This design comes from an exercise in tuning for small area on the open sky130 flow, not from production work.
Power is estimated from default activity; no workload was simulated.

==> indigo: inputs <==
==> flow/design.v (excerpt) <==
module audio_noise_gate_with_hold #(
  parameter int SAMPLE_BITS = ngate_pkg::SampleBitsDef,
  parameter int COEF_BITS   = ngate_pkg::CoefBitsDef,
  parameter int HOLD_BITS   = ngate_pkg::HoldBitsDef,
  parameter int CFG_BITS    = (SAMPLE_BITS > COEF_BITS)
                              ? ((SAMPLE_BITS > HOLD_BITS) ? SAMPLE_BITS : HOLD_BITS)
                              : ((COEF_BITS > HOLD_BITS) ? COEF_BITS : HOLD_BITS)
) (
  input  wire logic                             clk_i,
  input  wire logic                             rst_ni,
  input  wire logic                             cfg_we_i,
  input  wire logic [ngate_pkg::CfgIdxBits-1:0] cfg_idx_i,
  input  wire logic [CFG_BITS-1:0]              cfg_data_i,
  input  wire logic                             in_valid_i,
  output      logic                             in_ready_o,
  input  wire logic signed [SAMPLE_BITS-1:0]    in_sample_i,
  output      logic                             out_valid_o,
  input  wire logic                             out_ready_i,
  output      logic signed [SAMPLE_BITS-1:0]    out_sample_o,
  output      logic [COEF_BITS:0]               out_gain_o,
  output      logic                             out_gate_open_o
);
export LEC_CHECK = 0
export CAP_MARGIN = 20
export CORE_MARGIN = 2
export CORE_UTILIZATION = 40
export SLEW_MARGIN = 20
create_clock -name core_clock -period 12.0 [get_ports {clk_i}]
run.sh (not shown) runs the stock make flow with config.mk's settings and CLKGATE_MAP_FILE= SYNTH_SCRIPT=/design/flow/synth_recipe.tcl, a recipe that flattens the netlist after the stock synthesis.
==> garnet (differences from indigo) <==
--- a/flow/design.v
+++ b/flow/design.v
@@ -111,19 +111,19 @@
   logic [23:0] coef;
   assign coef = (ph_q == PH_ENV) ? (rise_q ? da_q : dr_q) : (open_q ? ga_q : gr_q);
   always_comb begin
     p   = '0;
     q   = '0;
     inv = 1'b0;
     case (ph_q)
       PH_IDLE: begin
-        p   = en_q ? {2'b00, env_q} : '0;
-        q   = {{2{sgn}}, in_sample_i};
-        inv = en_q && !sgn;
+        p   = (go && en_q) ? {2'b00, env_q} : '0;
+        q   = go ? {{2{sgn}}, in_sample_i} : {s_q[24], s_q};
+        inv = go && en_q && !sgn;
       end
       PH_ENV, PH_GAIN: begin
         p = (b_q && !first) ? {2'b11, coef} : '0;
         q = first ? '0 : {s_q[24], s_q};
       end
       PH_EUPD: begin
         p   = {2'b00, env_q};
         q   = {s_q[24], s_q};
@@ -140,19 +140,31 @@
       end
       PH_NEG: begin
         q   = {s_q[24], s_q};
         inv = sgn;
       end
       default: ;
     endcase
   end
-  assign sum = p + (q ^ {26{inv}}) + {25'd0, inv};
+  logic [25:0] qx;
+  logic [26:0] cy;
+  assign qx    = q ^ {26{inv}};
+  assign cy[0] = inv;
+  for (genvar i = 0; i < 26; i++) begin : g_add
+    assign sum[i]   = p[i] ^ qx[i] ^ cy[i];
+    assign cy[i+1]  = (p[i] & qx[i]) | (p[i] & cy[i]) | (qx[i] & cy[i]);
+  end
   logic gt, hc_nz;
-  assign gt    = env_q > thr_q;
+  logic [24:0] gc;
+  assign gc[0] = 1'b0;
+  for (genvar i = 0; i < 24; i++) begin : g_cmp
+    assign gc[i+1] = (env_q[i] & !thr_q[i]) | (env_q[i] & gc[i]) | (!thr_q[i] & gc[i]);
+  end
+  assign gt    = gc[24];
   assign hc_nz = (hc_q != '0);
   always_ff @(posedge clk_i or negedge rst_ni) begin
     if (!rst_ni) begin
       env_q <= '0;
       g_q   <= '0;
       hc_q  <= '0;
       ov_q  <= 1'b0;
       ph_q  <= PH_IDLE;
@@ -193,18 +205,16 @@
       f1_q <= f1_q | x_j;
       f2_q <= (ph_q == PH_ENV) ? ((!sa & sb) | (!(sa ^ sb) & f2_q)) : (f2_q | g_j);
     end else begin
       f1_q <= 1'b0;
       f2_q <= 1'b0;
     end
     if (ph_q == PH_HOLD) open_q <= gt || hc_nz;
     else if (go && !en_q) open_q <= 1'b0;
-    if (go && !en_q) s_q <= sum[24:0];
-    else if (pass) s_q <= (ph_q == PH_GAIN && last) ? sum[24:0] : sum[25:1];
-    else if (ph_q == PH_NEG) s_q <= sum[24:0];
+    s_q <= (pass && !(ph_q == PH_GAIN && last)) ? sum[25:1] : sum[24:0];
   end
   assign out_valid_o     = ov_q;
   assign out_sample_o    = s_q[23:0];
   assign out_gain_o      = en_q ? g_q : '0;
   assign out_gate_open_o = open_q;
 endmodule
 `default_nettype wire
==> flow/config.mk (replaced) <==
export PLATFORM = sky130hd
export DESIGN_NAME = audio_noise_gate_with_hold
export DESIGN_NICKNAME = audio_noise_gate_with_hold
export VERILOG_FILES = /design/flow/design.v
export SDC_FILE = /design/flow/constraint.sdc
export NUM_CORES = 4
export LEC_CHECK = 0
export CAP_MARGIN = 20
export CORE_MARGIN = 2
export CORE_UTILIZATION = 70
export CTS_BUF_LIST = sky130_fd_sc_hd__clkbuf_4
export SLEW_MARGIN = 20
==> summary of the runs <==
- garnet completed, yet does not pass: negative setup slack. indigo finished clean.
- Between indigo and garnet, the lower die area is in garnet (gap about 90%, measured against garnet).
- Worst hold slack: indigo is better than garnet (0.0061 ns).
- In indigo the cell area is higher than in garnet, by 9.9%.
- Between indigo and garnet, the lower utilization is in indigo (gap 37 points).
- In indigo the wire length is larger than in garnet, by about 25%.
==> figures <==
item	garnet	indigo
Result of the run	failed layout checks	no timing/DRC/antenna violations
Layout check failures	negative setup slack	-
Overall routing resource usage	36.45%	23.33%
Area growth from synthesis to layout	18.01%	15.93%
Relative area of clock buffers and inverters in the final design	6.020%	5.635%
Portion of total power attributed to sequential cells	39.5%	36.7%
Utilization after layout	83.84%	47.17%
Final setup violating endpoints	3	0
PnR Total Power	3219 uW	3486 uW
Critical Path Max Stage Delay	0.39 ns	0.53 ns
Amount of wire on met3 after detailed routing	2807 um	2577 um
Die span in x	144.1 um	200.0 um
Endpoint kind of the worst setup timing path	flip-flop	output pin
No functional check of the RTL was part of any run of this note.

port drivers added, routing unchanged:
No port has a modelled driver above. Below, the same layouts with a new extraction and two added sets of constraints. Step 1 sets driving cells, clkbuf_16 on the clock port and buf_2 on the other inputs (assumed; they add their load-dependent delay and slew). Step 2, shift: input delay + t, output delay - t, t = (earliest + latest rising clock arrival at the registers) / 2. This alone moves slack from input paths to output paths. a / b / c = no drivers / after step 1 / after step 2; a / b = the first two.
run | shift t [ns] | slack for setup (ns) | worst hold slack (ns) | worst setup path at the end | worst slew at a driven data input, ns
indigo | 0.603 | 5.333 / 5.302 / 4.800 | 0.457 / 0.457 / 0.457 | input to register | 0.05
garnet | 0.685 | -0.300 / -0.293 / -0.978 | 0.451 / 0.451 / 0.451 | input to register | 0.05
For garnet, which loses most, drivers alone change the setup slack by +0.007 ns; drivers and shift together by -0.678 ns.
